This is an optimization exercise on Yosys and OpenROAD, whose aim is small area, a short achievable clock period and few clock cycles per item, not a production implementation.
Where RTL was checked, it was by simulation tests only, not by an equivalence proof against the original.
Power is estimated from default activity; no workload was simulated.

==> wip/nickel: inputs <==
==> flow/design.v (excerpt) <==
module countdown_stopwatch_7seg
(
  input  logic clk,
  input  logic rst,
  input  logic cmd_valid,
  output logic cmd_stall,
  input  logic [14:0] cmd,
  output logic res_valid,
  input  logic res_stall,
  output logic [48:0] res
);
Settings: LEC_CHECK=0, ABC_AREA=1, CAP_MARGIN=20, CORE_MARGIN=2, CORE_UTILIZATION=40, SLEW_MARGIN=20; clock period 10.0 ns.
run.sh (not shown) runs the stock make flow with config.mk's settings and CLKGATE_MAP_FILE= SYNTH_SCRIPT=/design/flow/synth_recipe.tcl, a recipe that flattens the netlist after the stock synthesis.
==> wip/harbor (differences from wip/nickel) <==
--- a/flow/design.v
+++ b/flow/design.v
@@ -78,59 +78,54 @@
   function automatic logic [4:0] fmt(input logic [4:0] i);
     fmt[0] = i[0];
     fmt[1] = (~i[2] & i[1]) | (i[2] & ~i[1]);
     fmt[2] = (~i[3] & i[2] & i[1]) | (i[3] & ~i[2]) | (i[3] & ~i[1]);
     fmt[3] = (~i[4] & i[3] & ~i[2] & i[1] & ~i[0]) | (i[3] & i[2] & ~i[1] & ~i[0]);
     fmt[4] = (i[3] & i[1] & i[0]) | (i[3] & i[2] & i[0]) | (i[3] & i[2] & i[1]) | i[4];
   endfunction
-  function automatic logic [21:0] dec_digits(input logic [21:0] c);
+  function automatic logic [22:0] dec_digits(input logic [21:0] c);
     logic [2:0] mt, st;
     logic [3:0] mo, so, ct, co;
     logic       b0, b1, b2, b3, b4;
     {mt, mo, st, so, ct, co} = c;
     b0 = (co == 4'd0);
     b1 = b0 && (ct == 4'd0);
     b2 = b1 && (so == 4'd0);
     b3 = b2 && (st == 3'd0);
     b4 = b3 && (mo == 4'd0);
-    if ({mt, mo, st, so, ct, co[3:1]} == '0) begin
-      dec_digits = DIGITS_FULL;
-    end else begin
-      dec_digits[3:0]   = dec10(co);
-      dec_digits[7:4]   = b0 ? dec10(ct) : ct;
-      dec_digits[11:8]  = b1 ? dec10(so) : so;
-      dec_digits[14:12] = b2 ? dec6(st) : st;
-      dec_digits[18:15] = b3 ? dec10(mo) : mo;
-      dec_digits[21:19] = b4 ? dec7(mt) : mt;
-    end
-  endfunction
-  function automatic logic [21:0] step_digits(input logic [21:0] c,
+    dec_digits[22]    = ({mt, mo, st, so, ct, co[3:1]} == '0);
+    dec_digits[3:0]   = dec10(co);
+    dec_digits[7:4]   = b0 ? dec10(ct) : ct;
+    dec_digits[11:8]  = b1 ? dec10(so) : so;
+    dec_digits[14:12] = b2 ? dec6(st) : st;
+    dec_digits[18:15] = b3 ? dec10(mo) : mo;
+    dec_digits[21:19] = b4 ? dec7(mt) : mt;
+  endfunction
+  function automatic logic [22:0] step_digits(input logic [21:0] c,
                                               input logic mb, sb, cb);
     logic [2:0] mt, st;
     logic [3:0] mo, so, ct, co;
     logic [4:0] qco, qct, qso, qmo, tmt;
     logic [3:0] qst;
     logic       lso, hso, lmo, hmo;
+    logic [18:0] rest;
     {mt, mo, st, so, ct, co} = c;
     qco = m5({co, 1'b0});
     qct = m5({ct, 1'b0});
     lso = qct[3] ^ sb;
     hso = qct[3] & sb;
     qso = m5({so, hso});
     qst = m3({st, qso[4]});
     lmo = qst[2] ^ mb;
     hmo = qst[3] | (qst[2] & mb);
     qmo = m5({mo, hmo});
     tmt = fmt({mt, qmo[4], qmo[3]});
-    if (tmt[4] || (tmt[3] && {qmo[2:0], lmo, qst[1:0], qso[3], qso[2:0], lso,
-                              qct[2:0], qco[3], qco[2:0], cb} != '0))
-      step_digits = DIGITS_FULL;
-    else
-      step_digits = {tmt[2:0], qmo[2:0], lmo, qst[1:0], qso[3], qso[2:0], lso,
-                     qct[2:0], qco[3], qco[2:0], cb};
+    rest = {qmo[2:0], lmo, qst[1:0], qso[3], qso[2:0], lso, qct[2:0], qco[3],
+            qco[2:0], cb};
+    step_digits = {tmt[4] || (tmt[3] && rest != '0), tmt[2:0], rest};
   endfunction
   logic [9:0]  set_cs, set_sec;
   logic [5:0]  set_min;
   logic        q_full;
   logic [1:0]  q_kind;
   logic [21:0] disp;
   logic        run, dirty, full, busy;
@@ -168,51 +163,68 @@
     end
   end
   always_ff @(posedge clk) begin
     if (rst) q_full <= 1'b0;
     else     q_full <= src_valid && !go;
     if (!q_full) q_kind <= c_kind;
   end
-  logic [3:0]  bit_idx;
-  logic [21:0] step_in, step_out, dec_out;
-  logic        min_bit;
-  assign bit_idx  = start ? 4'd9 : idx;
-  assign step_in  = start ? {full ? 3'd6 : 3'd0, 19'd0} : disp;
-  assign min_bit  = (bit_idx < 4'd6) && set_min[bit_idx[2:0]];
-  assign step_out = step_digits(step_in, min_bit, set_sec[bit_idx], set_cs[bit_idx]);
+  logic [22:0] step_out, dec_out;
+  logic        tick, cur_full;
+  logic [21:0] next_disp;
+  logic [3:0]  idx_dn;
+  logic [2:0]  nbits;
+  logic        sat;
+  assign idx_dn   = idx - 4'd1;
+  assign step_out = step_digits(disp, nbits[2], nbits[1], nbits[0]);
   assign dec_out  = dec_digits(disp);
+  assign tick     = go && src_kind == K_TICK && run;
+  assign cur_full = sat || (tick && dec_out[22]);
+  always_comb begin
+    if (go && shows && cur_full)
+      next_disp = (tick && sat) ? {3'd5, 4'd9, 3'd5, 4'd9, 4'd9, 4'd9} : DIGITS_FULL;
+    else if (busy)  next_disp = step_out[21:0];
+    else if (start) next_disp = {11'd0, 3'd0, set_sec[9], 4'd0, 3'd0, set_cs[9]};
+    else if (tick)  next_disp = dec_out[21:0];
+    else            next_disp = disp;
+  end
   always_ff @(posedge clk) begin
     if (rst) begin
       res_valid <= 1'b0;
       run       <= 1'b0;
       dirty     <= 1'b0;
       full      <= 1'b1;
       busy      <= 1'b0;
+      sat       <= 1'b0;
       disp      <= '0;
     end else begin
+      disp <= next_disp;
       if (out_free) res_valid <= go;
-      if (start || busy) begin
-        disp <= step_out;
-        idx  <= bit_idx - 4'd1;
-        busy <= (bit_idx != 4'd0);
-      end
       if (start) begin
+        idx   <= 4'd8;
+        busy  <= 1'b1;
+        sat   <= full;
         dirty <= 1'b0;
         full  <= 1'b0;
+      end else if (busy) begin
+        idx  <= idx_dn;
+        busy <= (idx != 4'd0);
+        sat  <= sat || step_out[22];
       end
       if (go) begin
+        sat <= 1'b0;
         case (src_kind)
-          K_TICK:   if (run) disp <= dec_out;
           K_TOGGLE: run <= !run;
           K_SET: begin
             dirty <= 1'b1;
             full  <= 1'b0;
           end
           default: ;
         endcase
       end
     end
+    nbits <= start ? {1'b0, set_sec[8], set_cs[8]}
+                   : {idx_dn < 4'd6 && set_min[idx_dn[2:0]], set_sec[idx_dn], set_cs[idx_dn]};
   end
   assign res = {1'b0, seg6(disp[14:12]), 1'b0, seg10(disp[11:8]),
                 1'b0, seg10(disp[7:4]), 1'b0, seg10(disp[3:0]),
                 1'b0, seg7(disp[21:19]), 1'b0, seg10(disp[18:15]), run};
 endmodule
SETUP_SLACK_MARGIN = 5   (was unset)
==> wip/violet (differences from wip/nickel) <==
--- a/flow/design.v
+++ b/flow/design.v
@@ -78,141 +78,164 @@
   function automatic logic [4:0] fmt(input logic [4:0] i);
     fmt[0] = i[0];
     fmt[1] = (~i[2] & i[1]) | (i[2] & ~i[1]);
     fmt[2] = (~i[3] & i[2] & i[1]) | (i[3] & ~i[2]) | (i[3] & ~i[1]);
     fmt[3] = (~i[4] & i[3] & ~i[2] & i[1] & ~i[0]) | (i[3] & i[2] & ~i[1] & ~i[0]);
     fmt[4] = (i[3] & i[1] & i[0]) | (i[3] & i[2] & i[0]) | (i[3] & i[2] & i[1]) | i[4];
   endfunction
-  function automatic logic [21:0] dec_digits(input logic [21:0] c);
+  function automatic logic [22:0] dec_digits(input logic [21:0] c);
     logic [2:0] mt, st;
     logic [3:0] mo, so, ct, co;
     logic       b0, b1, b2, b3, b4;
     {mt, mo, st, so, ct, co} = c;
     b0 = (co == 4'd0);
     b1 = b0 && (ct == 4'd0);
     b2 = b1 && (so == 4'd0);
     b3 = b2 && (st == 3'd0);
     b4 = b3 && (mo == 4'd0);
-    if ({mt, mo, st, so, ct, co[3:1]} == '0) begin
-      dec_digits = DIGITS_FULL;
-    end else begin
-      dec_digits[3:0]   = dec10(co);
-      dec_digits[7:4]   = b0 ? dec10(ct) : ct;
-      dec_digits[11:8]  = b1 ? dec10(so) : so;
-      dec_digits[14:12] = b2 ? dec6(st) : st;
-      dec_digits[18:15] = b3 ? dec10(mo) : mo;
-      dec_digits[21:19] = b4 ? dec7(mt) : mt;
-    end
-  endfunction
-  function automatic logic [21:0] step_digits(input logic [21:0] c,
+    dec_digits[22]    = ({mt, mo, st, so, ct, co[3:1]} == '0);
+    dec_digits[3:0]   = dec10(co);
+    dec_digits[7:4]   = b0 ? dec10(ct) : ct;
+    dec_digits[11:8]  = b1 ? dec10(so) : so;
+    dec_digits[14:12] = b2 ? dec6(st) : st;
+    dec_digits[18:15] = b3 ? dec10(mo) : mo;
+    dec_digits[21:19] = b4 ? dec7(mt) : mt;
+  endfunction
+  function automatic logic [22:0] step_digits(input logic [21:0] c,
                                               input logic mb, sb, cb);
     logic [2:0] mt, st;
     logic [3:0] mo, so, ct, co;
     logic [4:0] qco, qct, qso, qmo, tmt;
     logic [3:0] qst;
     logic       lso, hso, lmo, hmo;
+    logic [18:0] rest;
     {mt, mo, st, so, ct, co} = c;
     qco = m5({co, 1'b0});
     qct = m5({ct, 1'b0});
     lso = qct[3] ^ sb;
     hso = qct[3] & sb;
     qso = m5({so, hso});
     qst = m3({st, qso[4]});
     lmo = qst[2] ^ mb;
     hmo = qst[3] | (qst[2] & mb);
     qmo = m5({mo, hmo});
     tmt = fmt({mt, qmo[4], qmo[3]});
-    if (tmt[4] || (tmt[3] && {qmo[2:0], lmo, qst[1:0], qso[3], qso[2:0], lso,
-                              qct[2:0], qco[3], qco[2:0], cb} != '0))
-      step_digits = DIGITS_FULL;
-    else
-      step_digits = {tmt[2:0], qmo[2:0], lmo, qst[1:0], qso[3], qso[2:0], lso,
-                     qct[2:0], qco[3], qco[2:0], cb};
+    rest = {qmo[2:0], lmo, qst[1:0], qso[3], qso[2:0], lso, qct[2:0], qco[3],
+            qco[2:0], cb};
+    step_digits = {tmt[4] || (tmt[3] && rest != '0), tmt[2:0], rest};
   endfunction
   logic [9:0]  set_cs, set_sec;
   logic [5:0]  set_min;
-  logic        q_full;
-  logic [1:0]  q_kind;
+  logic        q_full, p_valid;
+  logic [1:0]  q_kind, p_kind;
   logic [21:0] disp;
-  logic        run, dirty, full, busy;
+  logic        run, dirty, full, busy, sat;
   logic [3:0]  idx;
-  logic        accept, out_free, src_valid, shows, need_conv, can, go, start;
-  logic [1:0]  c_kind, src_kind;
-  assign cmd_stall = q_full || busy;
-  assign accept    = cmd_valid && !cmd_stall;
-  assign out_free  = !res_valid || !res_stall;
+  logic [2:0]  nbits;
+  logic        accept, out_free, shows, need_conv, can, go, start, p_free, tick;
+  logic [1:0]  c_kind;
+  logic        q_full_n, p_valid_n, run_n, dirty_n, full_n, busy_n;
+  logic [1:0]  p_kind_n;
+  assign accept   = cmd_valid && !cmd_stall;
+  assign out_free = !res_valid || !res_stall;
   always_comb begin
     c_kind = K_NONE;
     if (!cmd[14]) c_kind = K_TICK;
     else case (cmd[13:10])
       4'b0001:                   c_kind = K_TOGGLE;
       4'b0010, 4'b0100, 4'b1000: c_kind = K_SET;
       default:                   c_kind = K_NONE;
     endcase
   end
-  assign src_valid = q_full || accept;
-  assign src_kind  = q_full ? q_kind : c_kind;
-  assign shows     = (src_kind == K_TOGGLE) || (src_kind == K_TICK && run);
+  assign shows     = (p_kind == K_TOGGLE) || (p_kind == K_TICK && run);
   assign need_conv = shows && (dirty || full);
-  assign can       = src_valid && out_free && !busy;
+  assign can       = p_valid && out_free && !busy;
   assign go        = can && !need_conv;
   assign start     = can && need_conv;
+  assign p_free    = !p_valid || go;
+  assign tick      = go && p_kind == K_TICK && run;
+  always_comb begin
+    q_full_n  = q_full;
+    p_valid_n = p_valid;
+    p_kind_n  = p_kind;
+    if (p_free) begin
+      q_full_n  = 1'b0;
+      p_valid_n = q_full || accept;
+      p_kind_n  = q_full ? q_kind : c_kind;
+    end else if (accept) begin
+      q_full_n  = 1'b1;
+    end
+    busy_n  = start || (busy && idx != 4'd0);
+    run_n   = (go && p_kind == K_TOGGLE) ? !run : run;
+    dirty_n = !start && (dirty || (go && p_kind == K_SET));
+    full_n  = !start && !(go && p_kind == K_SET) && full;
+  end
   always_ff @(posedge clk) begin
     if (rst) begin
       set_cs  <= '0;
       set_sec <= '0;
       set_min <= '0;
     end else if (accept && cmd[14]) begin
       if (cmd[13:10] == 4'b0010) set_cs  <= cmd[9:0];
       if (cmd[13:10] == 4'b0100) set_sec <= cmd[9:0];
       if (cmd[13:10] == 4'b1000) set_min <= (cmd[9:6] != 4'd0) ? 6'd61 : cmd[5:0];
     end
   end
   always_ff @(posedge clk) begin
-    if (rst) q_full <= 1'b0;
-    else     q_full <= src_valid && !go;
+    if (rst) begin
+      q_full    <= 1'b0;
+      p_valid   <= 1'b0;
+      cmd_stall <= 1'b0;
+    end else begin
+      q_full    <= q_full_n;
+      p_valid   <= p_valid_n;
+      cmd_stall <= q_full_n || busy_n ||
+                   (p_valid_n && (dirty_n || full_n) &&
+                    (p_kind_n == K_TOGGLE || (p_kind_n == K_TICK && run_n)));
+    end
+    p_kind <= p_kind_n;
     if (!q_full) q_kind <= c_kind;
   end
-  logic [3:0]  bit_idx;
-  logic [21:0] step_in, step_out, dec_out;
-  logic        min_bit;
-  assign bit_idx  = start ? 4'd9 : idx;
-  assign step_in  = start ? {full ? 3'd6 : 3'd0, 19'd0} : disp;
-  assign min_bit  = (bit_idx < 4'd6) && set_min[bit_idx[2:0]];
-  assign step_out = step_digits(step_in, min_bit, set_sec[bit_idx], set_cs[bit_idx]);
+  logic [22:0] step_out, dec_out;
+  logic        cur_full;
+  logic [21:0] next_disp;
+  logic [3:0]  idx_dn;
+  assign idx_dn   = idx - 4'd1;
+  assign step_out = step_digits(disp, nbits[2], nbits[1], nbits[0]);
   assign dec_out  = dec_digits(disp);
+  assign cur_full = sat || (tick && dec_out[22]);
+  always_comb begin
+    if (go && shows && cur_full)
+      next_disp = (tick && sat) ? {3'd5, 4'd9, 3'd5, 4'd9, 4'd9, 4'd9} : DIGITS_FULL;
+    else if (busy)  next_disp = step_out[21:0];
+    else if (start) next_disp = {11'd0, 3'd0, set_sec[9], 4'd0, 3'd0, set_cs[9]};
+    else if (tick)  next_disp = dec_out[21:0];
+    else            next_disp = disp;
+  end
   always_ff @(posedge clk) begin
     if (rst) begin
       res_valid <= 1'b0;
       run       <= 1'b0;
       dirty     <= 1'b0;
       full      <= 1'b1;
       busy      <= 1'b0;
+      sat       <= 1'b0;
       disp      <= '0;
     end else begin
+      disp  <= next_disp;
+      run   <= run_n;
+      dirty <= dirty_n;
+      full  <= full_n;
+      busy  <= busy_n;
       if (out_free) res_valid <= go;
-      if (start || busy) begin
-        disp <= step_out;
-        idx  <= bit_idx - 4'd1;
-        busy <= (bit_idx != 4'd0);
-      end
-      if (start) begin
-        dirty <= 1'b0;
-        full  <= 1'b0;
-      end
-      if (go) begin
-        case (src_kind)
-          K_TICK:   if (run) disp <= dec_out;
-          K_TOGGLE: run <= !run;
-          K_SET: begin
-            dirty <= 1'b1;
-            full  <= 1'b0;
-          end
-          default: ;
-        endcase
-      end
-    end
+      if (start)     sat <= full;
+      else if (busy) sat <= sat || step_out[22];
+      else if (go)   sat <= 1'b0;
+    end
+    idx   <= start ? 4'd8 : idx_dn;
+    nbits <= start ? {1'b0, set_sec[8], set_cs[8]}
+                   : {idx_dn < 4'd6 && set_min[idx_dn[2:0]], set_sec[idx_dn], set_cs[idx_dn]};
   end
   assign res = {1'b0, seg6(disp[14:12]), 1'b0, seg10(disp[11:8]),
                 1'b0, seg10(disp[7:4]), 1'b0, seg10(disp[3:0]),
                 1'b0, seg7(disp[21:19]), 1'b0, seg10(disp[18:15]), run};
 endmodule
==> flow/flow/run.sh (new file) <==
#!/bin/bash
# Standard layout, with the port buffers made of buf_1 cells instead of the
# default delay buffers, and timing repair aimed at 7 ns of setup slack.
set -euo pipefail
cd "$(dirname "$0")/.."
export BUFFER_PORTS_ARGS="-buffer_cell sky130_fd_sc_hd__buf_1"
bash standard.sh SETUP_SLACK_MARGIN=7 finish > standard.log 2>&1
==> flow/standard.sh (new file) <==
#!/bin/bash
# synth_recipe.tcl (not shown) runs the flow's synth.tcl, then flattens the netlist and writes it again
# the make line also repeats each setting of config.mk as NAME=value (left out here)
make -C /OpenROAD-flow-scripts/flow DESIGN_CONFIG=/design/flow/config.mk WORK_HOME=/design/flow/orfs CLKGATE_MAP_FILE= SYNTH_SCRIPT=/design/flow/synth_recipe.tcl "${@:-finish}"
SETUP_SLACK_MARGIN = 5   (was unset)
removed: flow/run.sh
==> wip/ember (differences from wip/nickel) <==
ABC_AREA = unset   (was 1)
==> Flow_metrics.wiki <==
{| class="wikitable"
! Metric !! Value
|-
| Run status || finished clean
|-
| Sequential cell count || 68
|-
| Most repeated cell in the gate-level netlist after synthesis || sky130_fd_sc_hd__nand2_1
|-
| Reg-to-reg endpoint || sat
|-
| Buffer share of cell area || 16.89%
|-
| Share of Yosys cell area claimed by the top area cell type || 28.22%
|-
| Startpoint of the worst setup timing path || disp[2]
|-
| Most common library cell in the layout ignoring fill and taps || sky130_fd_sc_hd__nand2_1
|}
-- figures above: wip/violet

==> Flow_metrics.wiki <==
{| class="wikitable"
! Metric !! Value
|-
| Run status || finished clean
|-
| Most common library cell in the layout ignoring fill and taps || sky130_fd_sc_hd__nand2_1
|-
| Sequential cell count || 60
|-
| Startpoint of the worst setup timing path || cmd[11]
|-
| Most repeated cell in the gate-level netlist after synthesis || sky130_fd_sc_hd__nand2_1
|-
| Buffer share of cell area || 11.31%
|-
| Reg-to-reg endpoint || disp[13]
|}
-- figures above: wip/nickel

==> Flow_metrics.wiki <==
{| class="wikitable"
! Metric !! Value
|-
| Run status || finished clean
|-
| Share of Yosys cell area claimed by the top area cell type || roughly 23%
|-
| Reg-to-reg endpoint || disp[3]
|-
| Final weighted congestion in routability-driven placement || ~0.91
|-
| Post-detailed-route wirelength per cell || roughly 16 um
|-
| Largest family of logic cells by synthesized area || simple AND/OR/NAND/NOR gates
|-
| Total power density per cell area || between 100 and 150 mW/mm^2
|-
| Number of cells in the design after placement || 829
|-
| Buffer share of cell area || 11.47%
|-
| Most common library cell in the layout ignoring fill and taps || sky130_fd_sc_hd__nor2_1
|-
| Die outline height || 114.9 um
|-
| Data arrival time at the worst-slack endpoint || ~7.9 ns
|-
| Most repeated cell in the gate-level netlist after synthesis || sky130_fd_sc_hd__nor2_1
|-
| Sequential cell count || 60
|}
-- figures above: wip/ember

==> Flow_metrics.wiki <==
{| class="wikitable"
! Metric !! Value
|-
| Run status || finished clean
|-
| Reg-to-reg endpoint || sat
|-
| Most common library cell in the layout ignoring fill and taps || sky130_fd_sc_hd__nor2_1
|-
| Most repeated cell in the gate-level netlist after synthesis || sky130_fd_sc_hd__nor2_1
|-
| Sequential cell count || 64
|-
| Share of Yosys cell area claimed by the top area cell type || 25.50%
|-
| Clock skew after layout || 0.007317 ns
|-
| Buffer share of cell area || 11.69%
|}
-- figures above: wip/harbor

Testbench counts of wip/nickel, summed over its fixed seeds: cycles 22,918, items 16,000.
Testbench counts of wip/violet, summed over its fixed seeds: cycles 22,746, items 16,000.
Testbench counts of wip/ember, summed over its fixed seeds: cycles 22,918, items 16,000.
Only the layout flow was run in wip/harbor; the RTL was not checked for function there.

[what the ideal ports hide]
No port has a modelled driver above. Below, the same layouts with a new extraction and two added sets of constraints. Step 1, drivers: a clkbuf_16 drives clk and a buf_2 each remaining input, both assumed. Step 2, shift: input delay + t, output delay - t, t = (earliest + latest rising clock arrival at the registers) / 2. This alone moves slack from input paths to output paths. Slacks: no drivers / after step 1 / after step 2; pairs: no drivers / after step 1.
| run | t (ns) | setup WS [ns] | worst setup path at the end | worst data-port slew with drivers (ns) | pins driven straight from the clock port |
|---|---|---|---|---|---|
| wip/nickel | 0.372 | 2.765 / 2.778 / 2.405 | input to register | 0.03 | 1 |
| wip/harbor | 0.360 | 5.831 / 5.825 / 5.464 | input to register | 0.04 | 1 |
| wip/violet | 0.367 | 6.664 / 6.626 / 6.478 | input to register | 0.05 | 1 |
| wip/ember | 0.364 | 2.230 / 2.248 / 1.883 | input to register | 0.03 | 1 |
After both steps setup and hold are still met in every run listed. The setup slack of wip/harbor, which loses most, moves by -0.006 ns with the drivers and by -0.367 ns with both steps.
